Context: an optimization exercise on an open-source flow, tuned for small area, a short achievable clock period and few clock cycles per item. The choices shown serve that exercise and are no tape-out recipe.
The RTL was checked by simulation tests, not by an equivalence proof against the original design.

==> flow/design.v <==
package tpbe_pkg;
  localparam int unsigned CMD_W      = 2;
  localparam int unsigned COORD_W    = 16;
  localparam int unsigned VALUE_W    = 18;
  localparam int unsigned TERM_W     = 4;
  localparam int unsigned ORDER_W    = 2;
  localparam int unsigned CFG_IDX_W  = 1;
  localparam int unsigned CFG_DATA_W = 2;
endpackage
module tensor_polynomial_basis_eval_top (
  input  logic                                clk_i,
  input  logic                                rst_ni,
  input  logic                                item_valid_i,
  output logic                                item_ready_o,
  input  logic [tpbe_pkg::CMD_W-1:0]          item_command_i,
  input  logic signed [tpbe_pkg::COORD_W-1:0] item_coord_a_i,
  input  logic signed [tpbe_pkg::COORD_W-1:0] item_coord_b_i,
  output logic                                result_valid_o,
  input  logic                                result_ready_i,
  output logic signed [tpbe_pkg::VALUE_W-1:0] result_value_o,
  output logic [tpbe_pkg::TERM_W-1:0]         result_term_index_o,
  output logic                                result_last_o,
  output logic                                result_bad_setting_o,
  input  logic                                cfg_we_i,
  input  logic [tpbe_pkg::CFG_IDX_W-1:0]      cfg_idx_i,
  input  logic [tpbe_pkg::CFG_DATA_W-1:0]     cfg_wdata_i
);
  localparam int unsigned MAC_ROWS = 2;   
  localparam logic [2:0] OP_B2 = 3'd0;   
  localparam logic [2:0] OP_D3 = 3'd1;   
  localparam logic [2:0] OP_T  = 3'd2;   
  localparam logic [2:0] OP_LO = 3'd3;   
  localparam logic [2:0] OP_HI = 3'd4;   
  localparam logic [2:0] OP_L0 = 3'd5;   
  localparam logic [2:0] OP_L1 = 3'd6;   
  localparam logic [2:0] OP_L2 = 3'd7;   
  function automatic logic signed [15:0] clamp(input logic signed [15:0] x);
    if (x > 16'sd16384)       clamp = 16'sd16384;
    else if (x < -16'sd16384) clamp = -16'sd16384;
    else                      clamp = x;
  endfunction
  function automatic logic [4:0] op_at(input logic lag, input logic [1:0] p, input logic dm,
                                       input logic [3:0] st);
    op_at = '0;
    if (!lag && p == 2'd2) begin
      case (st)
        4'd0: op_at = {2'b10, OP_B2};
        4'd1: if (!dm) op_at = {2'b11, OP_B2};
        default: ;
      endcase
    end else if (!lag && p == 2'd3) begin
      case (st)
        4'd0: op_at = {2'b10, OP_T};
        4'd1: op_at = dm ? {2'b10, OP_B2} : {2'b11, OP_T};
        4'd2: op_at = dm ? {2'b11, OP_D3} : {2'b10, OP_B2};
        4'd3: op_at = {2'b10, OP_LO};
        4'd4: op_at = dm ? {2'b10, OP_HI} : {2'b11, OP_LO};
        4'd5: if (!dm) op_at = {2'b11, OP_B2};
        4'd6: if (!dm) op_at = {2'b10, OP_HI};
        4'd7: if (!dm) op_at = {2'b11, OP_HI};
        default: ;
      endcase
    end else if (lag && p == 2'd2) begin
      case (st)
        4'd0: op_at = {2'b10, OP_L0};
        4'd1: op_at = {2'b10, OP_L1};
        4'd2: op_at = {2'b10, OP_L2};
        4'd3: if (!dm) op_at = {2'b11, OP_L0};
        4'd4: if (!dm) op_at = {2'b11, OP_L1};
        4'd5: if (!dm) op_at = {2'b11, OP_L2};
        default: ;
      endcase
    end
  endfunction
  logic       kind_q;
  logic [1:0] ord_q;
  always_ff @(posedge clk_i or negedge rst_ni) begin
    if (!rst_ni) begin
      kind_q <= 1'b0;
      ord_q  <= 2'd1;
    end else if (cfg_we_i) begin
      if (cfg_idx_i[0]) ord_q  <= cfg_wdata_i;
      else              kind_q <= cfg_wdata_i[0];
    end
  end
  logic lag, bad;
  assign lag = kind_q;
  assign bad = kind_q && (ord_q[1] == ord_q[0]);
  logic               fv_q;
  logic [1:0]         fcmd_q;
  logic signed [15:0] za_q, zb_q;
  logic [3:0]         fstep_q;
  logic [4:0]         fop_q;     
  logic signed [15:0] fx0_q, fx1_q, fx2_q, fy0_q, fy1_q;
  logic signed [17:0] fy2_q;
  logic signed [17:0] tha_q, thb_q;     
  logic signed [14:0] tloa_q, tlob_q;   
  logic signed [17:0] th_c;
  logic signed [14:0] tlo_c, tlo_s0;
  assign th_c   = op_a ? tha_q : thb_q;
  assign tlo_c  = op_a ? tloa_q : tlob_q;
  assign tlo_s0 = s0_opa_q ? tloa_q : tlob_q;
  logic               bv_q;
  logic [1:0]         bcmd_q;
  logic [1:0]         bi_q, bj_q;
  logic               blast_q;   
  logic [3:0]         bk_q;
  logic signed [15:0] bx0_q, bx1_q, bx2_q, by0_q;
  logic signed [16:0] by1_q;
  logic signed [17:0] by2_q;
  logic               s0_bv_q, s0_triv_q, s0_last_q, s0_bad_q;
  logic [3:0]         s0_k_q;
  logic signed [17:0] s0_tval_q;
  logic               s0_opv_q, s0_opa_q, s0_neg_q;
  logic [2:0]         s0_opt_q;
  logic signed [18:0] s0_a_q;
  logic signed [15:0] s0_b_q;
  logic               s1_bv_q, s1_triv_q, s1_last_q, s1_bad_q;
  logic [3:0]         s1_k_q;
  logic signed [17:0] s1_tval_q;
  logic               s1_opv_q, s1_opa_q;
  logic [2:0]         s1_opt_q;
  logic [MAC_ROWS-1:0][32:0] s1_row_q;
  logic               ov_q, olast_q, obad_q;
  logic signed [17:0] oval_q;
  logic [3:0]         ok_q;
  logic               sv_q, slast_q, sbad_q;
  logic signed [17:0] sval_q;
  logic [3:0]         sk_q;
  logic adv;
  assign adv = !sv_q;
  logic [4:0]  cur_op;
  logic        op_v, op_a, dep_wait, op_go, fdone;
  logic [2:0]  op_t;
  logic        fdm;
  assign fdm    = (fcmd_q != 2'd0);
  assign cur_op = fop_q;
  assign op_v   = fv_q && cur_op[4];
  assign op_a   = cur_op[3];
  assign op_t   = cur_op[2:0];
  assign dep_wait = (op_t == OP_LO || op_t == OP_HI) &&
                    ((s0_opv_q && s0_opa_q == op_a && (s0_opt_q == OP_T || s0_opt_q == OP_LO)) ||
                     (s1_opv_q && s1_opa_q == op_a && (s1_opt_q == OP_T || s1_opt_q == OP_LO)));
  assign fdone  = fv_q && !cur_op[4] && !s0_opv_q && !s1_opv_q;
  logic signed [15:0] oz;
  logic signed [18:0] zz, ad_p1, ad_p2, ad_sum;
  logic               ad_ci;
  assign oz = (op_a || !cur_op[4]) ? za_q : zb_q;
  assign zz = 19'(oz);
  always_comb begin
    ad_p1 = '0;
    ad_p2 = '0;
    ad_ci = 1'b0;
    if (!cur_op[4]) begin
      if (lag) begin             
        ad_p2 = ~(zz <<< 1);
        ad_ci = 1'b1;
      end else begin             
        ad_p1 = zz <<< 1;
        ad_p2 = zz;
      end
    end else begin
      case (op_t)
        OP_B2: begin ad_p1 = zz <<< 1; ad_p2 = zz; end
        OP_T:  begin ad_p1 = zz <<< 2; ad_p2 = zz; end
        OP_D3: begin ad_p1 = zz <<< 4; ad_p2 = ~zz; ad_ci = 1'b1; end
        OP_L0: begin ad_p1 = zz; ad_p2 = -19'sd16384; end
        OP_L2: begin ad_p1 = zz; ad_p2 = 19'sd16384; end
        OP_L1: begin ad_p2 = ~zz; ad_ci = 1'b1; end
        default: ;
      endcase
    end
  end
  assign ad_sum = ad_p1 + ad_p2 + 19'(ad_ci);
  logic signed [18:0] op_av;
  logic               op_neg;
  logic               zabs_lt9460, zabs_lt7328;
  assign zabs_lt9460 = (oz < 16'sd9460) && (oz > -16'sd9460);
  assign zabs_lt7328 = (oz < 16'sd7328) && (oz > -16'sd7328);
  always_comb begin
    op_av  = ad_sum;
    op_neg = 1'b0;
    case (op_t)
      OP_B2: op_neg = zabs_lt9460;
      OP_D3: op_neg = zabs_lt7328;
      OP_LO: begin op_av = 19'($signed({1'b0, tlo_c[12:0]})); op_neg = oz[15] ^ th_c[17]; end
      OP_HI: op_av = 19'(th_c);
      OP_L0: op_neg = (oz > 16'sd0) && (oz < 16'sd16384);
      OP_L2: op_neg = (oz < 16'sd0) && (oz > -16'sd16384);
      default: ;
    endcase
  end
  logic       bdm, bswap, b_last, xconst, yc16k;
  logic [1:0] xn, yn, xs, ys;
  logic signed [15:0] xv;
  logic signed [17:0] yv, tval;
  logic       triv, b_mac;
  assign bdm    = (bcmd_q != 2'd0);
  assign bswap  = (bcmd_q == 2'd2);
  assign xn     = bswap ? bj_q : bi_q;
  assign yn     = bswap ? bi_q : bj_q;
  assign b_last = blast_q;
  assign xs     = lag ? xn : xn - 2'd1;
  assign ys     = lag ? yn : yn - 2'd1;
  assign xconst = !lag && (xn == 2'd0);
  assign yc16k  = !lag && (bdm ? (yn == 2'd1) : (yn == 2'd0));
  always_comb begin
    case (xs)
      2'd0:    xv = bx0_q;
      2'd1:    xv = bx1_q;
      default: xv = bx2_q;
    endcase
    if (xconst) xv = 16'sd16384;
    case (ys)
      2'd0:    yv = 18'(by0_q);
      2'd1:    yv = 18'(by1_q);
      default: yv = by2_q;
    endcase
    if (yc16k) yv = 18'sd16384;
    else if (!lag && yn == 2'd0) yv = 18'sd0;
  end
  assign triv = bad || xconst || yc16k || (!lag && yn == 2'd0);
  assign tval = bad ? 18'sd0 : xconst ? yv : yc16k ? 18'(xv) : 18'sd0;
  assign b_mac = bv_q && !triv;
  logic op_prio, b_go;
  assign op_prio = lag || (bi_q == ord_q);
  assign op_go   = op_v && !dep_wait && (!b_mac || op_prio);
  assign b_go    = bv_q && !(b_mac && op_go);
  logic xfer;
  assign xfer = fdone && (!bv_q || (b_last && b_go));
  logic       rdy_q, rdy_d, accept;
  logic       fv_d, bv_d, blast_d, s0_opv_d, s1_opv_d, sv_d;
  logic [4:0] fop_acc, fop_nxt, fop_d;
  assign item_ready_o = rdy_q;
  assign accept       = item_valid_i && rdy_q;
  assign fop_acc      = op_at(lag, ord_q, item_command_i != 2'd0, 4'd0);
  assign fop_nxt      = op_at(lag, ord_q, fdm, fstep_q + 4'd1);
  always_comb begin
    fv_d = fv_q;
    if (accept)           fv_d = (item_command_i != 2'd3);
    else if (xfer && adv) fv_d = 1'b0;
    fop_d = fop_q;
    if (accept)           fop_d = fop_acc;
    else if (adv && op_go) fop_d = fop_nxt;
    bv_d     = bv_q;
    blast_d  = blast_q;
    s0_opv_d = s0_opv_q;
    s1_opv_d = s1_opv_q;
    if (adv) begin
      if (xfer)                bv_d = 1'b1;
      else if (b_go && b_last) bv_d = 1'b0;
      if (xfer)                blast_d = (ord_q == 2'd0);
      else if (b_go)           blast_d = (bj_q != ord_q) && (bi_q == ord_q) && (bj_q + 2'd1 == ord_q);
      s0_opv_d = op_go;
      s1_opv_d = s0_opv_q;
    end
    if (sv_q)                           sv_d = !result_ready_i;
    else if (!ov_q || result_ready_i)   sv_d = 1'b0;
    else                                sv_d = s1_bv_q;
    rdy_d = !fv_d || (!fop_d[4] && !s0_opv_d && !s1_opv_d && (!bv_d || blast_d) && !sv_d);
  end
  function automatic logic signed [15:0] lag1_b0(input logic signed [15:0] z);
    lag1_b0 = 16'sd8192 - (z >>> 1);
  endfunction
  function automatic logic signed [15:0] lag1_b1(input logic signed [15:0] z);
    lag1_b1 = 16'sd8192 + (z >>> 1) + $signed({15'd0, z[0]});
  endfunction
  logic signed [15:0] nbx0, nbx1, nbx2, nby0;
  logic signed [16:0] nby1;
  logic signed [17:0] nby2;
  always_comb begin
    nbx0 = fx0_q;
    nbx1 = fx1_q;
    nbx2 = fx2_q;
    nby0 = fy0_q;
    nby1 = 17'(fy1_q);
    nby2 = fy2_q;
    if (!lag) begin
      nbx0 = zb_q;
      nby0 = za_q;
      if (fdm) nby1 = ad_sum[16:0];
    end else if (ord_q == 2'd1) begin
      nbx0 = lag1_b0(zb_q);
      nbx1 = lag1_b1(zb_q);
      nby0 = fdm ? -16'sd8192 : lag1_b0(za_q);
      nby1 = fdm ? 17'sd8192 : 17'(lag1_b1(za_q));
    end else if (fdm) begin
      nby0 = za_q - 16'sd8192;
      nby1 = ad_sum[16:0];
      nby2 = 18'(za_q) + 18'sd8192;
    end
  end
  logic signed [32:0] mac_c, mac_r;
  logic signed [32:0] negc, hic;
  assign negc = {32'd0, s0_neg_q};
  assign hic  = {14'd0, 1'b1, 1'b0, ~tlo_s0[14], tlo_s0[14], tlo_s0[14], tlo_s0[13:0]};
  always_comb begin
    if (!s0_opv_q) begin
      mac_c = 33'sd8192 + 33'sd294912 - negc;
    end else begin
      case (s0_opt_q)
        OP_B2:   mac_c = -33'sd268435456 + 33'sd16384 + 33'sd294912 - negc;
        OP_D3:   mac_c = -33'sd805306368 + 33'sd16384 + 33'sd294912 - negc;
        OP_T:    mac_c = -33'sd805306368 + 33'sd294912;
        OP_LO:   mac_c = 33'sd294912 - negc;
        OP_HI:   mac_c = hic;
        OP_L1:   mac_c = 33'sd268435456 + 33'sd8192 + 33'sd294912;
        default: mac_c = 33'sd16384 + 33'sd294912 - negc;
      endcase
    end
  end
  logic [MAC_ROWS-1:0][32:0] mac_row;
  logic [32:0] pp0;
  assign pp0 = {1'b0, 1'b0, 1'b0, 1'b0, 1'b0, 1'b0, 1'b0, 1'b0, 1'b0, 1'b0, 1'b0, 1'b0, 1'b0, 1'b0, ~(s0_a_q[18] & s0_b_q[0]), (s0_a_q[17] & s0_b_q[0]), (s0_a_q[16] & s0_b_q[0]), (s0_a_q[15] & s0_b_q[0]), (s0_a_q[14] & s0_b_q[0]), (s0_a_q[13] & s0_b_q[0]), (s0_a_q[12] & s0_b_q[0]), (s0_a_q[11] & s0_b_q[0]), (s0_a_q[10] & s0_b_q[0]), (s0_a_q[9] & s0_b_q[0]), (s0_a_q[8] & s0_b_q[0]), (s0_a_q[7] & s0_b_q[0]), (s0_a_q[6] & s0_b_q[0]), (s0_a_q[5] & s0_b_q[0]), (s0_a_q[4] & s0_b_q[0]), (s0_a_q[3] & s0_b_q[0]), (s0_a_q[2] & s0_b_q[0]), (s0_a_q[1] & s0_b_q[0]), (s0_a_q[0] & s0_b_q[0])};
  logic [32:0] pp1;
  assign pp1 = {1'b0, 1'b0, 1'b0, 1'b0, 1'b0, 1'b0, 1'b0, 1'b0, 1'b0, 1'b0, 1'b0, 1'b0, 1'b0, ~(s0_a_q[18] & s0_b_q[1]), (s0_a_q[17] & s0_b_q[1]), (s0_a_q[16] & s0_b_q[1]), (s0_a_q[15] & s0_b_q[1]), (s0_a_q[14] & s0_b_q[1]), (s0_a_q[13] & s0_b_q[1]), (s0_a_q[12] & s0_b_q[1]), (s0_a_q[11] & s0_b_q[1]), (s0_a_q[10] & s0_b_q[1]), (s0_a_q[9] & s0_b_q[1]), (s0_a_q[8] & s0_b_q[1]), (s0_a_q[7] & s0_b_q[1]), (s0_a_q[6] & s0_b_q[1]), (s0_a_q[5] & s0_b_q[1]), (s0_a_q[4] & s0_b_q[1]), (s0_a_q[3] & s0_b_q[1]), (s0_a_q[2] & s0_b_q[1]), (s0_a_q[1] & s0_b_q[1]), (s0_a_q[0] & s0_b_q[1]), 1'b0};
  logic [32:0] pp2;
  assign pp2 = {1'b0, 1'b0, 1'b0, 1'b0, 1'b0, 1'b0, 1'b0, 1'b0, 1'b0, 1'b0, 1'b0, 1'b0, ~(s0_a_q[18] & s0_b_q[2]), (s0_a_q[17] & s0_b_q[2]), (s0_a_q[16] & s0_b_q[2]), (s0_a_q[15] & s0_b_q[2]), (s0_a_q[14] & s0_b_q[2]), (s0_a_q[13] & s0_b_q[2]), (s0_a_q[12] & s0_b_q[2]), (s0_a_q[11] & s0_b_q[2]), (s0_a_q[10] & s0_b_q[2]), (s0_a_q[9] & s0_b_q[2]), (s0_a_q[8] & s0_b_q[2]), (s0_a_q[7] & s0_b_q[2]), (s0_a_q[6] & s0_b_q[2]), (s0_a_q[5] & s0_b_q[2]), (s0_a_q[4] & s0_b_q[2]), (s0_a_q[3] & s0_b_q[2]), (s0_a_q[2] & s0_b_q[2]), (s0_a_q[1] & s0_b_q[2]), (s0_a_q[0] & s0_b_q[2]), 1'b0, 1'b0};
  logic [32:0] pp3;
  assign pp3 = {1'b0, 1'b0, 1'b0, 1'b0, 1'b0, 1'b0, 1'b0, 1'b0, 1'b0, 1'b0, 1'b0, ~(s0_a_q[18] & s0_b_q[3]), (s0_a_q[17] & s0_b_q[3]), (s0_a_q[16] & s0_b_q[3]), (s0_a_q[15] & s0_b_q[3]), (s0_a_q[14] & s0_b_q[3]), (s0_a_q[13] & s0_b_q[3]), (s0_a_q[12] & s0_b_q[3]), (s0_a_q[11] & s0_b_q[3]), (s0_a_q[10] & s0_b_q[3]), (s0_a_q[9] & s0_b_q[3]), (s0_a_q[8] & s0_b_q[3]), (s0_a_q[7] & s0_b_q[3]), (s0_a_q[6] & s0_b_q[3]), (s0_a_q[5] & s0_b_q[3]), (s0_a_q[4] & s0_b_q[3]), (s0_a_q[3] & s0_b_q[3]), (s0_a_q[2] & s0_b_q[3]), (s0_a_q[1] & s0_b_q[3]), (s0_a_q[0] & s0_b_q[3]), 1'b0, 1'b0, 1'b0};
  logic [32:0] pp4;
  assign pp4 = {1'b0, 1'b0, 1'b0, 1'b0, 1'b0, 1'b0, 1'b0, 1'b0, 1'b0, 1'b0, ~(s0_a_q[18] & s0_b_q[4]), (s0_a_q[17] & s0_b_q[4]), (s0_a_q[16] & s0_b_q[4]), (s0_a_q[15] & s0_b_q[4]), (s0_a_q[14] & s0_b_q[4]), (s0_a_q[13] & s0_b_q[4]), (s0_a_q[12] & s0_b_q[4]), (s0_a_q[11] & s0_b_q[4]), (s0_a_q[10] & s0_b_q[4]), (s0_a_q[9] & s0_b_q[4]), (s0_a_q[8] & s0_b_q[4]), (s0_a_q[7] & s0_b_q[4]), (s0_a_q[6] & s0_b_q[4]), (s0_a_q[5] & s0_b_q[4]), (s0_a_q[4] & s0_b_q[4]), (s0_a_q[3] & s0_b_q[4]), (s0_a_q[2] & s0_b_q[4]), (s0_a_q[1] & s0_b_q[4]), (s0_a_q[0] & s0_b_q[4]), 1'b0, 1'b0, 1'b0, 1'b0};
  logic [32:0] pp5;
  assign pp5 = {1'b0, 1'b0, 1'b0, 1'b0, 1'b0, 1'b0, 1'b0, 1'b0, 1'b0, ~(s0_a_q[18] & s0_b_q[5]), (s0_a_q[17] & s0_b_q[5]), (s0_a_q[16] & s0_b_q[5]), (s0_a_q[15] & s0_b_q[5]), (s0_a_q[14] & s0_b_q[5]), (s0_a_q[13] & s0_b_q[5]), (s0_a_q[12] & s0_b_q[5]), (s0_a_q[11] & s0_b_q[5]), (s0_a_q[10] & s0_b_q[5]), (s0_a_q[9] & s0_b_q[5]), (s0_a_q[8] & s0_b_q[5]), (s0_a_q[7] & s0_b_q[5]), (s0_a_q[6] & s0_b_q[5]), (s0_a_q[5] & s0_b_q[5]), (s0_a_q[4] & s0_b_q[5]), (s0_a_q[3] & s0_b_q[5]), (s0_a_q[2] & s0_b_q[5]), (s0_a_q[1] & s0_b_q[5]), (s0_a_q[0] & s0_b_q[5]), 1'b0, 1'b0, 1'b0, 1'b0, 1'b0};
  logic [32:0] pp6;
  assign pp6 = {1'b0, 1'b0, 1'b0, 1'b0, 1'b0, 1'b0, 1'b0, 1'b0, ~(s0_a_q[18] & s0_b_q[6]), (s0_a_q[17] & s0_b_q[6]), (s0_a_q[16] & s0_b_q[6]), (s0_a_q[15] & s0_b_q[6]), (s0_a_q[14] & s0_b_q[6]), (s0_a_q[13] & s0_b_q[6]), (s0_a_q[12] & s0_b_q[6]), (s0_a_q[11] & s0_b_q[6]), (s0_a_q[10] & s0_b_q[6]), (s0_a_q[9] & s0_b_q[6]), (s0_a_q[8] & s0_b_q[6]), (s0_a_q[7] & s0_b_q[6]), (s0_a_q[6] & s0_b_q[6]), (s0_a_q[5] & s0_b_q[6]), (s0_a_q[4] & s0_b_q[6]), (s0_a_q[3] & s0_b_q[6]), (s0_a_q[2] & s0_b_q[6]), (s0_a_q[1] & s0_b_q[6]), (s0_a_q[0] & s0_b_q[6]), 1'b0, 1'b0, 1'b0, 1'b0, 1'b0, 1'b0};
  logic [32:0] pp7;
  assign pp7 = {1'b0, 1'b0, 1'b0, 1'b0, 1'b0, 1'b0, 1'b0, ~(s0_a_q[18] & s0_b_q[7]), (s0_a_q[17] & s0_b_q[7]), (s0_a_q[16] & s0_b_q[7]), (s0_a_q[15] & s0_b_q[7]), (s0_a_q[14] & s0_b_q[7]), (s0_a_q[13] & s0_b_q[7]), (s0_a_q[12] & s0_b_q[7]), (s0_a_q[11] & s0_b_q[7]), (s0_a_q[10] & s0_b_q[7]), (s0_a_q[9] & s0_b_q[7]), (s0_a_q[8] & s0_b_q[7]), (s0_a_q[7] & s0_b_q[7]), (s0_a_q[6] & s0_b_q[7]), (s0_a_q[5] & s0_b_q[7]), (s0_a_q[4] & s0_b_q[7]), (s0_a_q[3] & s0_b_q[7]), (s0_a_q[2] & s0_b_q[7]), (s0_a_q[1] & s0_b_q[7]), (s0_a_q[0] & s0_b_q[7]), 1'b0, 1'b0, 1'b0, 1'b0, 1'b0, 1'b0, 1'b0};
  logic [32:0] pp8;
  assign pp8 = {1'b0, 1'b0, 1'b0, 1'b0, 1'b0, 1'b0, ~(s0_a_q[18] & s0_b_q[8]), (s0_a_q[17] & s0_b_q[8]), (s0_a_q[16] & s0_b_q[8]), (s0_a_q[15] & s0_b_q[8]), (s0_a_q[14] & s0_b_q[8]), (s0_a_q[13] & s0_b_q[8]), (s0_a_q[12] & s0_b_q[8]), (s0_a_q[11] & s0_b_q[8]), (s0_a_q[10] & s0_b_q[8]), (s0_a_q[9] & s0_b_q[8]), (s0_a_q[8] & s0_b_q[8]), (s0_a_q[7] & s0_b_q[8]), (s0_a_q[6] & s0_b_q[8]), (s0_a_q[5] & s0_b_q[8]), (s0_a_q[4] & s0_b_q[8]), (s0_a_q[3] & s0_b_q[8]), (s0_a_q[2] & s0_b_q[8]), (s0_a_q[1] & s0_b_q[8]), (s0_a_q[0] & s0_b_q[8]), 1'b0, 1'b0, 1'b0, 1'b0, 1'b0, 1'b0, 1'b0, 1'b0};
  logic [32:0] pp9;
  assign pp9 = {1'b0, 1'b0, 1'b0, 1'b0, 1'b0, ~(s0_a_q[18] & s0_b_q[9]), (s0_a_q[17] & s0_b_q[9]), (s0_a_q[16] & s0_b_q[9]), (s0_a_q[15] & s0_b_q[9]), (s0_a_q[14] & s0_b_q[9]), (s0_a_q[13] & s0_b_q[9]), (s0_a_q[12] & s0_b_q[9]), (s0_a_q[11] & s0_b_q[9]), (s0_a_q[10] & s0_b_q[9]), (s0_a_q[9] & s0_b_q[9]), (s0_a_q[8] & s0_b_q[9]), (s0_a_q[7] & s0_b_q[9]), (s0_a_q[6] & s0_b_q[9]), (s0_a_q[5] & s0_b_q[9]), (s0_a_q[4] & s0_b_q[9]), (s0_a_q[3] & s0_b_q[9]), (s0_a_q[2] & s0_b_q[9]), (s0_a_q[1] & s0_b_q[9]), (s0_a_q[0] & s0_b_q[9]), 1'b0, 1'b0, 1'b0, 1'b0, 1'b0, 1'b0, 1'b0, 1'b0, 1'b0};
  logic [32:0] pp10;
  assign pp10 = {1'b0, 1'b0, 1'b0, 1'b0, ~(s0_a_q[18] & s0_b_q[10]), (s0_a_q[17] & s0_b_q[10]), (s0_a_q[16] & s0_b_q[10]), (s0_a_q[15] & s0_b_q[10]), (s0_a_q[14] & s0_b_q[10]), (s0_a_q[13] & s0_b_q[10]), (s0_a_q[12] & s0_b_q[10]), (s0_a_q[11] & s0_b_q[10]), (s0_a_q[10] & s0_b_q[10]), (s0_a_q[9] & s0_b_q[10]), (s0_a_q[8] & s0_b_q[10]), (s0_a_q[7] & s0_b_q[10]), (s0_a_q[6] & s0_b_q[10]), (s0_a_q[5] & s0_b_q[10]), (s0_a_q[4] & s0_b_q[10]), (s0_a_q[3] & s0_b_q[10]), (s0_a_q[2] & s0_b_q[10]), (s0_a_q[1] & s0_b_q[10]), (s0_a_q[0] & s0_b_q[10]), 1'b0, 1'b0, 1'b0, 1'b0, 1'b0, 1'b0, 1'b0, 1'b0, 1'b0, 1'b0};
  logic [32:0] pp11;
  assign pp11 = {1'b0, 1'b0, 1'b0, ~(s0_a_q[18] & s0_b_q[11]), (s0_a_q[17] & s0_b_q[11]), (s0_a_q[16] & s0_b_q[11]), (s0_a_q[15] & s0_b_q[11]), (s0_a_q[14] & s0_b_q[11]), (s0_a_q[13] & s0_b_q[11]), (s0_a_q[12] & s0_b_q[11]), (s0_a_q[11] & s0_b_q[11]), (s0_a_q[10] & s0_b_q[11]), (s0_a_q[9] & s0_b_q[11]), (s0_a_q[8] & s0_b_q[11]), (s0_a_q[7] & s0_b_q[11]), (s0_a_q[6] & s0_b_q[11]), (s0_a_q[5] & s0_b_q[11]), (s0_a_q[4] & s0_b_q[11]), (s0_a_q[3] & s0_b_q[11]), (s0_a_q[2] & s0_b_q[11]), (s0_a_q[1] & s0_b_q[11]), (s0_a_q[0] & s0_b_q[11]), 1'b0, 1'b0, 1'b0, 1'b0, 1'b0, 1'b0, 1'b0, 1'b0, 1'b0, 1'b0, 1'b0};
  logic [32:0] pp12;
  assign pp12 = {1'b0, 1'b0, ~(s0_a_q[18] & s0_b_q[12]), (s0_a_q[17] & s0_b_q[12]), (s0_a_q[16] & s0_b_q[12]), (s0_a_q[15] & s0_b_q[12]), (s0_a_q[14] & s0_b_q[12]), (s0_a_q[13] & s0_b_q[12]), (s0_a_q[12] & s0_b_q[12]), (s0_a_q[11] & s0_b_q[12]), (s0_a_q[10] & s0_b_q[12]), (s0_a_q[9] & s0_b_q[12]), (s0_a_q[8] & s0_b_q[12]), (s0_a_q[7] & s0_b_q[12]), (s0_a_q[6] & s0_b_q[12]), (s0_a_q[5] & s0_b_q[12]), (s0_a_q[4] & s0_b_q[12]), (s0_a_q[3] & s0_b_q[12]), (s0_a_q[2] & s0_b_q[12]), (s0_a_q[1] & s0_b_q[12]), (s0_a_q[0] & s0_b_q[12]), 1'b0, 1'b0, 1'b0, 1'b0, 1'b0, 1'b0, 1'b0, 1'b0, 1'b0, 1'b0, 1'b0, 1'b0};
  logic [32:0] pp13;
  assign pp13 = {1'b0, ~(s0_a_q[18] & s0_b_q[13]), (s0_a_q[17] & s0_b_q[13]), (s0_a_q[16] & s0_b_q[13]), (s0_a_q[15] & s0_b_q[13]), (s0_a_q[14] & s0_b_q[13]), (s0_a_q[13] & s0_b_q[13]), (s0_a_q[12] & s0_b_q[13]), (s0_a_q[11] & s0_b_q[13]), (s0_a_q[10] & s0_b_q[13]), (s0_a_q[9] & s0_b_q[13]), (s0_a_q[8] & s0_b_q[13]), (s0_a_q[7] & s0_b_q[13]), (s0_a_q[6] & s0_b_q[13]), (s0_a_q[5] & s0_b_q[13]), (s0_a_q[4] & s0_b_q[13]), (s0_a_q[3] & s0_b_q[13]), (s0_a_q[2] & s0_b_q[13]), (s0_a_q[1] & s0_b_q[13]), (s0_a_q[0] & s0_b_q[13]), 1'b0, 1'b0, 1'b0, 1'b0, 1'b0, 1'b0, 1'b0, 1'b0, 1'b0, 1'b0, 1'b0, 1'b0, 1'b0};
  logic [32:0] pp14;
  assign pp14 = {~(s0_a_q[18] & s0_b_q[14]), (s0_a_q[17] & s0_b_q[14]), (s0_a_q[16] & s0_b_q[14]), (s0_a_q[15] & s0_b_q[14]), (s0_a_q[14] & s0_b_q[14]), (s0_a_q[13] & s0_b_q[14]), (s0_a_q[12] & s0_b_q[14]), (s0_a_q[11] & s0_b_q[14]), (s0_a_q[10] & s0_b_q[14]), (s0_a_q[9] & s0_b_q[14]), (s0_a_q[8] & s0_b_q[14]), (s0_a_q[7] & s0_b_q[14]), (s0_a_q[6] & s0_b_q[14]), (s0_a_q[5] & s0_b_q[14]), (s0_a_q[4] & s0_b_q[14]), (s0_a_q[3] & s0_b_q[14]), (s0_a_q[2] & s0_b_q[14]), (s0_a_q[1] & s0_b_q[14]), (s0_a_q[0] & s0_b_q[14]), 1'b0, 1'b0, 1'b0, 1'b0, 1'b0, 1'b0, 1'b0, 1'b0, 1'b0, 1'b0, 1'b0, 1'b0, 1'b0, 1'b0};
  logic [32:0] pp15;
  assign pp15 = {~(s0_a_q[17] & s0_b_q[15]), ~(s0_a_q[16] & s0_b_q[15]), ~(s0_a_q[15] & s0_b_q[15]), ~(s0_a_q[14] & s0_b_q[15]), ~(s0_a_q[13] & s0_b_q[15]), ~(s0_a_q[12] & s0_b_q[15]), ~(s0_a_q[11] & s0_b_q[15]), ~(s0_a_q[10] & s0_b_q[15]), ~(s0_a_q[9] & s0_b_q[15]), ~(s0_a_q[8] & s0_b_q[15]), ~(s0_a_q[7] & s0_b_q[15]), ~(s0_a_q[6] & s0_b_q[15]), ~(s0_a_q[5] & s0_b_q[15]), ~(s0_a_q[4] & s0_b_q[15]), ~(s0_a_q[3] & s0_b_q[15]), ~(s0_a_q[2] & s0_b_q[15]), ~(s0_a_q[1] & s0_b_q[15]), ~(s0_a_q[0] & s0_b_q[15]), 1'b0, 1'b0, 1'b0, 1'b0, 1'b0, 1'b0, 1'b0, 1'b0, 1'b0, 1'b0, 1'b0, 1'b0, 1'b0, 1'b0, 1'b0};
  logic [32:0] cs0_0s, cs0_0c, cs0_0m;
  assign cs0_0s = pp0 ^ pp1 ^ pp2;
  assign cs0_0m = (pp0 & pp1) | (pp0 & pp2) | (pp1 & pp2);
  assign cs0_0c = {cs0_0m[31:0], 1'b0};
  logic [32:0] cs0_1s, cs0_1c, cs0_1m;
  assign cs0_1s = pp3 ^ pp4 ^ pp5;
  assign cs0_1m = (pp3 & pp4) | (pp3 & pp5) | (pp4 & pp5);
  assign cs0_1c = {cs0_1m[31:0], 1'b0};
  logic [32:0] cs0_2s, cs0_2c, cs0_2m;
  assign cs0_2s = pp6 ^ pp7 ^ pp8;
  assign cs0_2m = (pp6 & pp7) | (pp6 & pp8) | (pp7 & pp8);
  assign cs0_2c = {cs0_2m[31:0], 1'b0};
  logic [32:0] cs0_3s, cs0_3c, cs0_3m;
  assign cs0_3s = pp9 ^ pp10 ^ pp11;
  assign cs0_3m = (pp9 & pp10) | (pp9 & pp11) | (pp10 & pp11);
  assign cs0_3c = {cs0_3m[31:0], 1'b0};
  logic [32:0] cs0_4s, cs0_4c, cs0_4m;
  assign cs0_4s = pp12 ^ pp13 ^ pp14;
  assign cs0_4m = (pp12 & pp13) | (pp12 & pp14) | (pp13 & pp14);
  assign cs0_4c = {cs0_4m[31:0], 1'b0};
  logic [32:0] cs1_0s, cs1_0c, cs1_0m;
  assign cs1_0s = cs0_0s ^ cs0_0c ^ cs0_1s;
  assign cs1_0m = (cs0_0s & cs0_0c) | (cs0_0s & cs0_1s) | (cs0_0c & cs0_1s);
  assign cs1_0c = {cs1_0m[31:0], 1'b0};
  logic [32:0] cs1_1s, cs1_1c, cs1_1m;
  assign cs1_1s = cs0_1c ^ cs0_2s ^ cs0_2c;
  assign cs1_1m = (cs0_1c & cs0_2s) | (cs0_1c & cs0_2c) | (cs0_2s & cs0_2c);
  assign cs1_1c = {cs1_1m[31:0], 1'b0};
  logic [32:0] cs1_2s, cs1_2c, cs1_2m;
  assign cs1_2s = cs0_3s ^ cs0_3c ^ cs0_4s;
  assign cs1_2m = (cs0_3s & cs0_3c) | (cs0_3s & cs0_4s) | (cs0_3c & cs0_4s);
  assign cs1_2c = {cs1_2m[31:0], 1'b0};
  logic [32:0] cs1_3s, cs1_3c, cs1_3m;
  assign cs1_3s = cs0_4c ^ pp15 ^ mac_c;
  assign cs1_3m = (cs0_4c & pp15) | (cs0_4c & mac_c) | (pp15 & mac_c);
  assign cs1_3c = {cs1_3m[31:0], 1'b0};
  logic [32:0] cs2_0s, cs2_0c, cs2_0m;
  assign cs2_0s = cs1_0s ^ cs1_0c ^ cs1_1s;
  assign cs2_0m = (cs1_0s & cs1_0c) | (cs1_0s & cs1_1s) | (cs1_0c & cs1_1s);
  assign cs2_0c = {cs2_0m[31:0], 1'b0};
  logic [32:0] cs2_1s, cs2_1c, cs2_1m;
  assign cs2_1s = cs1_1c ^ cs1_2s ^ cs1_2c;
  assign cs2_1m = (cs1_1c & cs1_2s) | (cs1_1c & cs1_2c) | (cs1_2s & cs1_2c);
  assign cs2_1c = {cs2_1m[31:0], 1'b0};
  logic [32:0] cs3_0s, cs3_0c, cs3_0m;
  assign cs3_0s = cs2_0s ^ cs2_0c ^ cs2_1s;
  assign cs3_0m = (cs2_0s & cs2_0c) | (cs2_0s & cs2_1s) | (cs2_0c & cs2_1s);
  assign cs3_0c = {cs3_0m[31:0], 1'b0};
  logic [32:0] cs3_1s, cs3_1c, cs3_1m;
  assign cs3_1s = cs2_1c ^ cs1_3s ^ cs1_3c;
  assign cs3_1m = (cs2_1c & cs1_3s) | (cs2_1c & cs1_3c) | (cs1_3s & cs1_3c);
  assign cs3_1c = {cs3_1m[31:0], 1'b0};
  logic [32:0] cs4_0s, cs4_0c, cs4_0m;
  assign cs4_0s = cs3_0s ^ cs3_0c ^ cs3_1s;
  assign cs4_0m = (cs3_0s & cs3_0c) | (cs3_0s & cs3_1s) | (cs3_0c & cs3_1s);
  assign cs4_0c = {cs4_0m[31:0], 1'b0};
  logic [32:0] cs5_0s, cs5_0c, cs5_0m;
  assign cs5_0s = cs4_0s ^ cs4_0c ^ cs3_1c;
  assign cs5_0m = (cs4_0s & cs4_0c) | (cs4_0s & cs3_1c) | (cs4_0c & cs3_1c);
  assign cs5_0c = {cs5_0m[31:0], 1'b0};
  assign mac_row[0] = cs5_0s;
  assign mac_row[1] = cs5_0c;
  always_comb begin
    mac_r = '0;
    for (int r = 0; r < MAC_ROWS; r++) mac_r = mac_r + s1_row_q[r];
  end
  logic signed [17:0] beat_val;
  assign beat_val = s1_triv_q ? s1_tval_q : mac_r[31:14];
  always_ff @(posedge clk_i or negedge rst_ni) begin
    if (!rst_ni) begin
      fv_q     <= 1'b0;
      rdy_q    <= 1'b1;
      bv_q     <= 1'b0;
      s0_bv_q  <= 1'b0;
      s0_opv_q <= 1'b0;
      s1_bv_q  <= 1'b0;
      s1_opv_q <= 1'b0;
      ov_q     <= 1'b0;
      sv_q     <= 1'b0;
    end else begin
      fv_q  <= fv_d;
      rdy_q <= rdy_d;
      if (adv) begin
        if (xfer)             bv_q <= 1'b1;
        else if (b_go && b_last) bv_q <= 1'b0;
        s0_bv_q  <= b_go;
        s0_opv_q <= op_go;
        s1_bv_q  <= s0_bv_q;
        s1_opv_q <= s0_opv_q;
      end
      if (sv_q) begin
        if (result_ready_i) begin
          ov_q <= 1'b1;
          sv_q <= 1'b0;
        end
      end else if (!ov_q || result_ready_i) begin
        ov_q <= s1_bv_q;
      end else begin
        sv_q <= s1_bv_q;
      end
    end
  end
  always_ff @(posedge clk_i) begin
    if (item_valid_i && item_ready_o) begin
      fcmd_q  <= item_command_i;
      za_q    <= clamp(item_coord_a_i);
      zb_q    <= clamp(item_coord_b_i);
      fstep_q <= '0;
    end else if (adv && op_go) begin
      fstep_q <= fstep_q + 4'd1;
    end
    fop_q   <= fop_d;
    blast_q <= blast_d;
    if (adv) begin
      if (xfer) begin
        bcmd_q <= fcmd_q;
        bi_q   <= '0;
        bj_q   <= '0;
        bk_q   <= '0;
        bx0_q  <= nbx0;
        bx1_q  <= nbx1;
        bx2_q  <= nbx2;
        by0_q  <= nby0;
        by1_q  <= nby1;
        by2_q  <= nby2;
      end else if (b_go) begin
        bk_q <= bk_q + 4'd1;
        if (bj_q == ord_q) begin
          bj_q <= '0;
          bi_q <= bi_q + 2'd1;
        end else begin
          bj_q <= bj_q + 2'd1;
        end
      end
      s0_triv_q <= triv;
      s0_tval_q <= tval;
      s0_last_q <= b_last;
      s0_bad_q  <= bad;
      s0_k_q    <= bk_q;
      s0_opa_q  <= op_a;
      s0_opt_q  <= op_t;
      if (b_mac && !op_go) begin
        s0_a_q   <= 19'(yv);
        s0_b_q   <= xv;
        s0_neg_q <= xv[15] ^ yv[17];
      end else begin
        s0_a_q   <= op_av;
        s0_b_q   <= oz;
        s0_neg_q <= op_neg;
      end
      s1_triv_q <= s0_triv_q;
      s1_tval_q <= s0_tval_q;
      s1_last_q <= s0_last_q;
      s1_bad_q  <= s0_bad_q;
      s1_k_q    <= s0_k_q;
      s1_opa_q  <= s0_opa_q;
      s1_opt_q  <= s0_opt_q;
      s1_row_q  <= mac_row;
      if (s1_opv_q) begin
        case (s1_opt_q)
          OP_B2: if (s1_opa_q) fy1_q <= mac_r[30:15]; else fx1_q <= mac_r[30:15];
          OP_D3: fy2_q <= mac_r[32:15];
          OP_T: begin
            if (s1_opa_q) begin
              tha_q  <= mac_r[30:13];
              tloa_q <= {2'b00, mac_r[12:0]};
            end else begin
              thb_q  <= mac_r[30:13];
              tlob_q <= {2'b00, mac_r[12:0]};
            end
          end
          OP_LO: if (s1_opa_q) tloa_q <= mac_r[27:13]; else tlob_q <= mac_r[27:13];
          OP_HI: if (s1_opa_q) fy2_q <= 18'($signed(mac_r[31:16])); else fx2_q <= mac_r[31:16];
          OP_L0: if (s1_opa_q) fy0_q <= mac_r[30:15]; else fx0_q <= mac_r[30:15];
          OP_L1: if (s1_opa_q) fy1_q <= mac_r[29:14]; else fx1_q <= mac_r[29:14];
          default: if (s1_opa_q) fy2_q <= 18'($signed(mac_r[30:15])); else fx2_q <= mac_r[30:15];
        endcase
      end
    end
    if (sv_q) begin
      if (result_ready_i) begin
        oval_q  <= sval_q;
        ok_q    <= sk_q;
        olast_q <= slast_q;
        obad_q  <= sbad_q;
      end
    end else if (!ov_q || result_ready_i) begin
      oval_q  <= beat_val;
      ok_q    <= s1_k_q;
      olast_q <= s1_last_q;
      obad_q  <= s1_bad_q;
    end else begin
      sval_q  <= beat_val;
      sk_q    <= s1_k_q;
      slast_q <= s1_last_q;
      sbad_q  <= s1_bad_q;
    end
  end
  assign result_valid_o       = ov_q;
  assign result_value_o       = oval_q;
  assign result_term_index_o  = ok_q;
  assign result_last_o        = olast_q;
  assign result_bad_setting_o = obad_q;
endmodule
==> flow/run.sh <==
#!/bin/bash
# synth_recipe.tcl (not shown) runs the flow's synth.tcl, then flattens the netlist and writes it again
# the make line also repeats each setting of config.mk as NAME=value (left out here)
make -C /OpenROAD-flow-scripts/flow DESIGN_CONFIG=/design/flow/config.mk WORK_HOME=/design/flow/orfs CLKGATE_MAP_FILE= SYNTH_SCRIPT=/design/flow/synth_recipe.tcl finish
==> flow/config.mk <==
export PLATFORM = sky130hd
export DESIGN_NAME = tensor_polynomial_basis_eval_top
export DESIGN_NICKNAME = tensor_polynomial_basis_eval_top
export VERILOG_FILES = /design/flow/design.v
export SDC_FILE = /design/flow/constraint.sdc
export NUM_CORES = 4
export LEC_CHECK = 0
export CAP_MARGIN = 20
export CORE_MARGIN = 2
export CORE_UTILIZATION = 40
export SETUP_SLACK_MARGIN = 5
export SLEW_MARGIN = 20
export TNS_END_PERCENT = 100
==> flow/constraint.sdc <==
create_clock -name core_clock -period 12.0 [get_ports {clk_i}]
set_input_delay 2.4000 -clock core_clock [delete_from_list [all_inputs] [get_ports {clk_i}]]
set_output_delay 2.4000 -clock core_clock [all_outputs]
set_load 0.01 [all_outputs]
==> impl_metrics.yaml, run 1 <==
timing:
  slew_viol_final: 0
  relSlewSlack: 0.279
  setup_viol: 0
  layout_min_cycle_time_ps: 5110
  worst_slack_ps: 6890
  tightest_slew_ps: 1050
  setup-tns-final_ps: 0
  whs_ps: 418
  rsz0062_at_grt: "no"
  fmax_mhz: 196
  layout_worst_path_cycle_share: 0.426
  hold_viol: 0
  fin_skew_ps: 17.9
worst_setup_path:
  cp_data_required_time_ps: 12360
  worst-setup-path-type: "reg -> reg"
  arrival_ps: 5470
  critPathLaunch: "fop_q[2]"
  crit_path_end_kind: "register"
  crit_fanout: 36
  start_kind: "register"
  regToRegStartpoint: "fop_q[2]"
  r2r_slack_ps: 6890
  r2r_cells: 16
  regToRegEndpoint: "s0_a_q[18]"
  setup.worst_path.end: "s0_a_q[18]"
logic_synthesis:
  synth-edff-count: 517
  syn_area_sq_um: 36100
  synth_xor_area_frac: 0.0278
  yosysSeqAreaShare: 0.441
  synth-async-reset-ratio: 0.0224
  syn_nets: 3688
  synth-seq-cells: 535
  synth_flop_cell: "edfxtp_1"
  syn-instance-count: 3249
  yosysMostFrequentCell: "edfxtp_1"
  synthTopCellsByCount: "517 x edfxtp_1, 322 x nand2_1, 268 x inv_1"
  synthMuxAreaShare: 0.0591
  synthAdderAreaFrac: 0.191
  synth_top_family_by_area: "adder cells"
  synth_top_area_share: 0.430
  synth-compound-area-share: 0.108
  syn_area_per_cell_sq_um: 11.1
  yosys_warnings: 1
  yosysTopAreaCell: "edfxtp_1"
  synth_simple_gate_area_frac: 0.124
  synth_area_leaders: "edfxtp_1 43%, fa_1 14%, ha_1 4.8%"
  yosysUniqueCellTypes: 93
clocking:
  clockBufferDepth: 3
  cts_setup_buffers: 0
  clock_latency_ps: 620
  ctsResizeCount: 0
  cts_tree: "yes"
  cts_sinks: 535
  cts_made_buffers: 57
  htreeDepth: 2
  cts_root_buf: "clkbuf_16"
  clk_pin_slew_ps: 60
  hold_buffers: 0
run_status:
  status: "complete, no violations"
floorplanning:
  num_rows: 110
  die_h_microns: 305
  dieArea_sq_um: 92800
  fp.coreArea_sq_um: 89700
  die_w_microns: 305
  start_util: 0.403
  io_pins: 68
finish:
  drive_gt1_frac: 0.0808
  fin_nets: 3674
  post-route-util: 0.445
  area_growth_pct: 10.4
  seq_area_sq_um: 15900
  fin_area_sq_um: 39900
  final_cell_count_no_fill: 4459
  multi_input_area_sq_um: 18500
  fill_cells: 8440
place:
  gp_congestion: 0.919
  placed_area_sq_um: 38000
  dp.cells: 4352
  port_buffers: 67
  dpl.hpwl_mm: 75.6
  dp_slack_ps: 7020
route:
  drc: 0
  via_count: 24700
  ant_nets: 0
  drt-vias-per-instance: 5.54
  wire_per_inst_microns: 22.8
  dr.pass1.iters: 6
  drt-total-wl_mm: 102
  drt_iter0_drc: 2445
run:
  cap_violations: 0
grt:
  grt_use_met1: 0.327
  grt_use_met3: 0.0282
  overflow: 0
  busiest_layer: "met2"
  first_global_vias: 24500
  use_met2: 0.346
  grt_pass1_wl_mm: 156
  grt_usage: 0.221
  antenna_found_initial: 0
  grt_max_degree: 66
worst_hold_path:
  hp-class: "reg -> reg"
  hold_path_depth: 0
==> logic make-up after synthesis <==
logic type / count (synthesis)
AND/OR/NAND/NOR: 930
AO/OA/AOI/OAI: 618
flip-flops: 535
buffers and inverters: 461
adder cells (fa/ha/maj): 397
multiplexers: 203
XOR/XNOR: 105
==> sequential cells by signal, summed over array words and instances, names as in the netlist, 17 cells and up <==
signal / count
tha_q: 18
sval_q: 18
thb_q: 18
s0_a_q: 19
by2_q: 18
s0_tval_q: 18
s1_row_q: 64
fy2_q: 18
oval_q: 18
by1_q: 17
s1_tval_q: 18
==> worst max-delay path, stage by stage, from the launching register on <==
cell and delay, ps:
edfxtp_1 350, buf_4 250, or3b_1 770, nand2_1 530, nand2_1 400, o221ai_1 180
a21oi_1 180, ha_1 310, or4_1 470, o21ai_0 110, a211oi_1 110, o221ai_1 200
nand2b_1 120, a41o_1 280, o41ai_1 330, or4_1 170, nand3_1 70
==> cell type report <==
| class | instances | area share |
|---|---|---|
| diodes | 2 | 0.000125 |
| clock buffers | 69 | 0.0382 |
| clock inverters | 36 | 0.00932 |
| inverters | 271 | 0.0256 |
| multi-input cells | 2253 | 0.464 |
| flip-flops and latches | 535 | 0.400 |
| well taps | 1176 | 0.0369 |
| repair buffers | 117 | 0.0262 |
==> layer usage <==
metal,part of all wire,vias to the layer above
met5,0,-
met4,0.022,0
met3,0.066,133
met2,0.46,844
met1,0.46,12400
li1,-,11300
==> cell usage in the layout, fill, tap and decap left out, drive strengths merged, types with 16 or more instances in the layout <==
master         Yosys  layout
clkinv             1      24
a31oi             23      23
a211oi            34      34
nor2b             31      31
o21ai            159     159
inv              270     270
nand2            322     322
xnor2             60      60
mux2i            149     149
o21a              16      16
nand3             45      45
xor2              45      45
clkbuf           153      69
nor2             204     204
clkdlybuf4s50      0      67
nor4              18      18
nor3              30      30
mux2              54      54
a21o              22      22
o22ai             38      38
o211ai            17      17
and2             192     192
buf               37      50
a21oi            187     187
edfxtp           517     517
fa               258     258
ha               139     139
==> worst min path at each step <==
stage	to	slack (ps)	startpoint
after global routing	s1_tval_q[17]	420	s0_tval_q[17]
after floorplan	bx2_q[0]	400	fx2_q[0]
after detailed placement	s1_tval_q[17]	400	s0_tval_q[17]
after CTS	bx2_q[2]	420	fx2_q[2]
after global placement	bx2_q[14]	400	fx2_q[14]
final	s1_tval_q[14]	420	s0_tval_q[14]
Testbench counts, summed over its fixed seeds: cycles 20,563, beats 18,820.
==> run 2: changes to the inputs <==
--- a/flow/design.v
+++ b/flow/design.v
@@ -74,18 +74,25 @@
   endfunction
   logic       kind_q;
   logic [1:0] ord_q;
+  logic       bad_q;    
   always_ff @(posedge clk_i or negedge rst_ni) begin
     if (!rst_ni) begin
       kind_q <= 1'b0;
       ord_q  <= 2'd1;
+      bad_q  <= 1'b0;
     end else if (cfg_we_i) begin
-      if (cfg_idx_i[0]) ord_q  <= cfg_wdata_i;
-      else              kind_q <= cfg_wdata_i[0];
+      if (cfg_idx_i[0]) begin
+        ord_q <= cfg_wdata_i;
+        bad_q <= kind_q && (cfg_wdata_i[1] == cfg_wdata_i[0]);
+      end else begin
+        kind_q <= cfg_wdata_i[0];
+        bad_q  <= cfg_wdata_i[0] && (ord_q[1] == ord_q[0]);
+      end
     end
   end
   logic lag, bad;
   assign lag = kind_q;
-  assign bad = kind_q && (ord_q[1] == ord_q[0]);
+  assign bad = bad_q;
   logic               fv_q;
   logic [1:0]         fcmd_q;
   logic signed [15:0] za_q, zb_q;
@@ -104,29 +111,25 @@
   logic [1:0]         bcmd_q;
   logic [1:0]         bi_q, bj_q;
   logic               blast_q;   
-  logic [3:0]         bk_q;
   logic signed [15:0] bx0_q, bx1_q, bx2_q, by0_q;
   logic signed [16:0] by1_q;
   logic signed [17:0] by2_q;
-  logic               s0_bv_q, s0_triv_q, s0_last_q, s0_bad_q;
-  logic [3:0]         s0_k_q;
+  logic               s0_bv_q, s0_triv_q, s0_last_q;
   logic signed [17:0] s0_tval_q;
   logic               s0_opv_q, s0_opa_q, s0_neg_q;
   logic [2:0]         s0_opt_q;
   logic signed [18:0] s0_a_q;
   logic signed [15:0] s0_b_q;
-  logic               s1_bv_q, s1_triv_q, s1_last_q, s1_bad_q;
-  logic [3:0]         s1_k_q;
+  logic               s1_bv_q, s1_triv_q, s1_last_q;
   logic signed [17:0] s1_tval_q;
   logic               s1_opv_q, s1_opa_q;
   logic [2:0]         s1_opt_q;
   logic [MAC_ROWS-1:0][32:0] s1_row_q;
-  logic               ov_q, olast_q, obad_q;
+  logic               ov_q, olast_q, onew_q;
   logic signed [17:0] oval_q;
   logic [3:0]         ok_q;
-  logic               sv_q, slast_q, sbad_q;
+  logic               sv_q, slast_q;
   logic signed [17:0] sval_q;
-  logic [3:0]         sk_q;
   logic adv;
   assign adv = !sv_q;
   logic [4:0]  cur_op;
@@ -145,31 +148,33 @@
   logic signed [15:0] oz;
   logic signed [18:0] zz, ad_p1, ad_p2, ad_sum;
   logic               ad_ci;
-  assign oz = (op_a || !cur_op[4]) ? za_q : zb_q;
-  assign zz = 19'(oz);
-  always_comb begin
-    ad_p1 = '0;
-    ad_p2 = '0;
-    ad_ci = 1'b0;
-    if (!cur_op[4]) begin
-      if (lag) begin             
-        ad_p2 = ~(zz <<< 1);
-        ad_ci = 1'b1;
-      end else begin             
-        ad_p1 = zz <<< 1;
-        ad_p2 = zz;
-      end
+  logic [9:0] adm_q, adm_d;
+  logic signed [15:0] oz_q, oz_d;
+  function automatic logic [9:0] ad_mode(input logic [4:0] op, input logic lag);
+    ad_mode = '0;
+    if (!op[4]) begin
+      ad_mode = lag ? 10'b0000_00001_1 : 10'b1000_10000_0;    
     end else begin
-      case (op_t)
-        OP_B2: begin ad_p1 = zz <<< 1; ad_p2 = zz; end
-        OP_T:  begin ad_p1 = zz <<< 2; ad_p2 = zz; end
-        OP_D3: begin ad_p1 = zz <<< 4; ad_p2 = ~zz; ad_ci = 1'b1; end
-        OP_L0: begin ad_p1 = zz; ad_p2 = -19'sd16384; end
-        OP_L2: begin ad_p1 = zz; ad_p2 = 19'sd16384; end
-        OP_L1: begin ad_p2 = ~zz; ad_ci = 1'b1; end
-        default: ;
+      case (op[2:0])
+        OP_B2:   ad_mode = 10'b1000_10000_0;
+        OP_T:    ad_mode = 10'b0100_10000_0;
+        OP_D3:   ad_mode = 10'b0010_01000_1;
+        OP_L0:   ad_mode = 10'b0001_00100_0;
+        OP_L2:   ad_mode = 10'b0001_00010_0;
+        OP_L1:   ad_mode = 10'b0000_01000_1;
+        default: ad_mode = '0;
       endcase
     end
+  endfunction
+  assign oz = oz_q;
+  assign zz = 19'(oz);
+  always_comb begin
+    ad_p1 = ({19{adm_q[9]}} & (zz <<< 1)) | ({19{adm_q[8]}} & (zz <<< 2)) |
+            ({19{adm_q[7]}} & (zz <<< 4)) | ({19{adm_q[6]}} & zz);
+    ad_p2 = ({19{adm_q[5]}} & zz) | ({19{adm_q[4]}} & ~zz) |
+            ({19{adm_q[3]}} & -19'sd16384) | ({19{adm_q[2]}} & 19'sd16384) |
+            ({19{adm_q[1]}} & ~(zz <<< 1));
+    ad_ci = adm_q[0];
   end
   assign ad_sum = ad_p1 + ad_p2 + 19'(ad_ci);
   logic signed [18:0] op_av;
@@ -257,6 +262,9 @@
     if (sv_q)                           sv_d = !result_ready_i;
     else if (!ov_q || result_ready_i)   sv_d = 1'b0;
     else                                sv_d = s1_bv_q;
+    adm_d = ad_mode(fop_d, lag);
+    oz_d  = (fop_d[4] && !fop_d[3]) ?
+            (accept ? clamp(item_coord_b_i) : zb_q) : (accept ? clamp(item_coord_a_i) : za_q);
     rdy_d = !fv_d || (!fop_d[4] && !s0_opv_d && !s1_opv_d && (!bv_d || blast_d) && !sv_d);
   end
   function automatic logic signed [15:0] lag1_b0(input logic signed [15:0] z);
@@ -420,6 +428,7 @@
       s1_bv_q  <= 1'b0;
       s1_opv_q <= 1'b0;
       ov_q     <= 1'b0;
+      onew_q   <= 1'b1;
       sv_q     <= 1'b0;
     end else begin
       fv_q  <= fv_d;
@@ -435,10 +444,12 @@
       if (sv_q) begin
         if (result_ready_i) begin
           ov_q <= 1'b1;
+          onew_q <= slast_q;
           sv_q <= 1'b0;
         end
       end else if (!ov_q || result_ready_i) begin
         ov_q <= s1_bv_q;
+        if (s1_bv_q) onew_q <= s1_last_q;
       end else begin
         sv_q <= s1_bv_q;
       end
@@ -454,13 +465,14 @@
       fstep_q <= fstep_q + 4'd1;
     end
     fop_q   <= fop_d;
+    adm_q   <= adm_d;
+    oz_q    <= oz_d;
     blast_q <= blast_d;
     if (adv) begin
       if (xfer) begin
         bcmd_q <= fcmd_q;
         bi_q   <= '0;
         bj_q   <= '0;
-        bk_q   <= '0;
         bx0_q  <= nbx0;
         bx1_q  <= nbx1;
         bx2_q  <= nbx2;
@@ -468,7 +480,6 @@
         by1_q  <= nby1;
         by2_q  <= nby2;
       end else if (b_go) begin
-        bk_q <= bk_q + 4'd1;
         if (bj_q == ord_q) begin
           bj_q <= '0;
           bi_q <= bi_q + 2'd1;
@@ -479,8 +490,6 @@
       s0_triv_q <= triv;
       s0_tval_q <= tval;
       s0_last_q <= b_last;
-      s0_bad_q  <= bad;
-      s0_k_q    <= bk_q;
       s0_opa_q  <= op_a;
       s0_opt_q  <= op_t;
       if (b_mac && !op_go) begin
@@ -495,8 +504,6 @@
       s1_triv_q <= s0_triv_q;
       s1_tval_q <= s0_tval_q;
       s1_last_q <= s0_last_q;
-      s1_bad_q  <= s0_bad_q;
-      s1_k_q    <= s0_k_q;
       s1_opa_q  <= s0_opa_q;
       s1_opt_q  <= s0_opt_q;
       s1_row_q  <= mac_row;
@@ -524,25 +531,21 @@
     if (sv_q) begin
       if (result_ready_i) begin
         oval_q  <= sval_q;
-        ok_q    <= sk_q;
+        ok_q    <= onew_q ? 4'd0 : ok_q + 4'd1;
         olast_q <= slast_q;
-        obad_q  <= sbad_q;
       end
     end else if (!ov_q || result_ready_i) begin
       oval_q  <= beat_val;
-      ok_q    <= s1_k_q;
+      if (s1_bv_q) ok_q <= onew_q ? 4'd0 : ok_q + 4'd1;
       olast_q <= s1_last_q;
-      obad_q  <= s1_bad_q;
     end else begin
       sval_q  <= beat_val;
-      sk_q    <= s1_k_q;
       slast_q <= s1_last_q;
-      sbad_q  <= s1_bad_q;
     end
   end
   assign result_valid_o       = ov_q;
   assign result_value_o       = oval_q;
   assign result_term_index_o  = ok_q;
   assign result_last_o        = olast_q;
-  assign result_bad_setting_o = obad_q;
+  assign result_bad_setting_o = bad;
 endmodule
==> run 2 against run 1 <==
Core utilization is essentially flat. Sequential cell count increased by 8. Worst setup slack improved by 170 ps. Still clean.
==> impl_metrics.yaml, run 2 <==
worst_setup_path:
  start_kind: "input port"
  r2r_cells: 8
  crit_path_end_kind: "register"
  max_stage_delay_ps: 650
  arrival_ps: 5450
  slowest_stage: "inv_1"
  cp_data_required_time_ps: 12510
  worst-setup-path-type: "in -> reg"
  crit_fanout: 35
  crit_chain: "clkdlybuf4s50_1 > nand2_1 > buf_4 > inv_1 > nor3_1 > and3_1 > a31oi_1 > o21ai_1 > nor2b_4 > mux2_2"
  r2r_slack_ps: 7250
timing:
  hold_viol: 0
  fmax_mhz: 203
  tightest_slew_ps: 1070
  slew_viol_final: 0
  setup-tns-final_ps: 0
  fin_skew_ps: 21.0
  setup_viol: 0
  whs_ps: 401
  layout_min_cycle_time_ps: 4940
  layout_worst_path_cycle_share: 0.411
  relSlewSlack: 0.282
  rsz0062_at_grt: "no"
route:
  dr.pass1.iters: 5
  drt-total-wl_mm: 99.2
  drc: 0
  drt-vias-per-instance: 5.52
  wire_per_inst_microns: 22.2
  via_count: 24700
  ant_nets: 0
  drt_iter0_drc: 2412
grt:
  grt_pass1_wl_mm: 152
  overflow: 0
  grt_use_met3: 0.0425
  grt_use_met1: 0.321
  grt_usage: 0.220
  antenna_found_initial: 1
  first_global_vias: 24400
  grt_max_degree: 71
  busiest_layer: "met2"
  use_met2: 0.331
logic_synthesis:
  yosysSeqAreaShare: 0.436
  yosysMostFrequentCell: "edfxtp_1"
  syn-instance-count: 3282
  synthTopCellsByCount: "461 x edfxtp_1, 376 x nand2_1, 298 x inv_1"
  syn_nets: 3720
  synthAdderAreaFrac: 0.193
  synth_flop_cell: "edfxtp_1"
  synth-compound-area-share: 0.108
  synth-async-reset-ratio: 0.0258
  synth_simple_gate_area_frac: 0.122
  yosysTopAreaCell: "edfxtp_1"
  synth_top_area_share: 0.388
  synth-seq-cells: 543
  yosysUniqueCellTypes: 95
  yosys_warnings: 1
  synth_top_family_by_area: "adder cells"
  syn_area_sq_um: 35700
  synth_xor_area_frac: 0.0280
  synthMuxAreaShare: 0.0601
  syn_area_per_cell_sq_um: 10.9
  synth_area_leaders: "edfxtp_1 39%, fa_1 14%, ha_1 4.8%"
  synth-edff-count: 461
run:
  cap_violations: 0
finish:
  largest_reg_flops: 64
  final_common_cell: "edfxtp_1"
  antenna-diode-count: 0
  fin_area_sq_um: 39300
  drive_gt1_frac: 0.0763
  area_growth_pct: 10.0
  reg_top3: "s1_row_q: 64 flops, s0_a_q: 19 flops"
  fin_nets: 3694
  top_register: "s1_row_q"
  fill_cells: 8339
  final_cell_mix: "461 x edfxtp_1, 375 x nand2_1, 297 x inv_1"
floorplanning:
  io_pins: 68
  die_w_microns: 303
  num_rows: 109
  dieArea_sq_um: 91700
  fp.coreArea_sq_um: 88400
  start_util: 0.404
  die_h_microns: 303
clocking:
  cts_tree: "yes"
  cts_made_buffers: 59
  cts_setup_buffers: 0
  cts_sinks: 543
  htreeDepth: 2
  clockBufferDepth: 3
  clock_latency_ps: 640
  ctsResizeCount: 0
  clk_pin_slew_ps: 60
  hold_buffers: 0
  cts_root_buf: "clkbuf_16"
place:
  port_buffers: 67
  dpl.hpwl_mm: 72.0
  gp_congestion: 0.873
  placed_area_sq_um: 37500
run_status:
  status: "complete, no violations"
worst_hold_path:
  hp-class: "reg -> reg"
  hold_path_depth: 0
==> run 2: worst paths after layout <==
check / start / endpoint
max: item_valid_i / oz_q[15]
min: s0_triv_q / s1_triv_q
max reg2reg: s0_b_q[1] / s1_row_q[17]
min reg2reg: s0_triv_q / s1_triv_q
max in group asynchronous: rst_ni / kind_q
min in group asynchronous: rst_ni / ov_q
==> run 2: metal layers <==
metal  wire (microns)  share of wire
met4             2890          0.029
met2            43600           0.44
met1            45000           0.45
met3             7730          0.078
met5                0              0
==> run 2: worst max-delay path: cells and delay by family <==
kind / cells / cell delay (ps)
buf+inv: 3 / 1380
simple gates: 4 / 980
mux: 1 / 410
compound gates: 2 / 270
==> run 2: kinds of logic after synthesis <==
kind of cell / Yosys count
AND/OR/NAND/NOR: 917
AO/OA/AOI/OAI: 614
flip-flops: 543
buffers and inverters: 501
adder cells (fa/ha/maj): 396
multiplexers: 203
XOR/XNOR: 108
==> run 2: stage by stage <==
stage | std cells | setup slack [ps] | utilization
after floorplan | 3282 | 6590 | -
after global placement | 4360 | 5950 | 0.424
after detailed placement | 4360 | 6380 | 0.424
after CTS | 4468 | 7030 | 0.445
after global routing | 4468 | 6810 | 0.445
final | 4468 | 7060 | 0.445
==> run 2: area by class of cell <==
type	count	area [sq um]	area share
clock buffer	73	1570	0.0400
multi-input combinational	2238	18300	0.466
sequential	543	15600	0.396
clock inverter	35	253	0.00643
timing repair buffer	111	1000	0.0255
tap	1165	1460	0.0371
inverter	303	1140	0.0291
Testbench counts of run 2, summed over its fixed seeds: cycles 20,563, beats 18,820.

==> separate check: timing with driven ports <==
Ports are ideal in the flow. The routed layouts listed here were re-timed in OpenROAD. Step 1 assumes that a clkbuf_16 drives the clock port and a buf_2 every other input. Step 2, shift: input delay + t, output delay - t, t = (earliest + latest rising clock arrival at the registers) / 2. This alone moves slack from input paths to output paths. Slacks: ideal / step 1 / step 2; pairs: ideal / step 1.
| run | t, ns | slack for setup (ns) | worst hold slack (ns) | worst setup path after step 2 | worst register clock-pin slew, ns |
|---|---|---|---|---|---|
| run 1 | 0.676 | 6.893 / 6.893 / 6.893 | 0.418 / 0.418 / 0.418 | register to register | 0.07 / 0.07 |
| run 2 | 0.696 | 7.064 / 7.096 / 6.401 | 0.401 / 0.401 / 0.401 | input to register | 0.07 / 0.07 |
After both steps setup and hold are still met in every run listed. For run 2, which loses most, drivers alone change the setup slack by +0.032 ns; drivers and shift together by -0.663 ns.
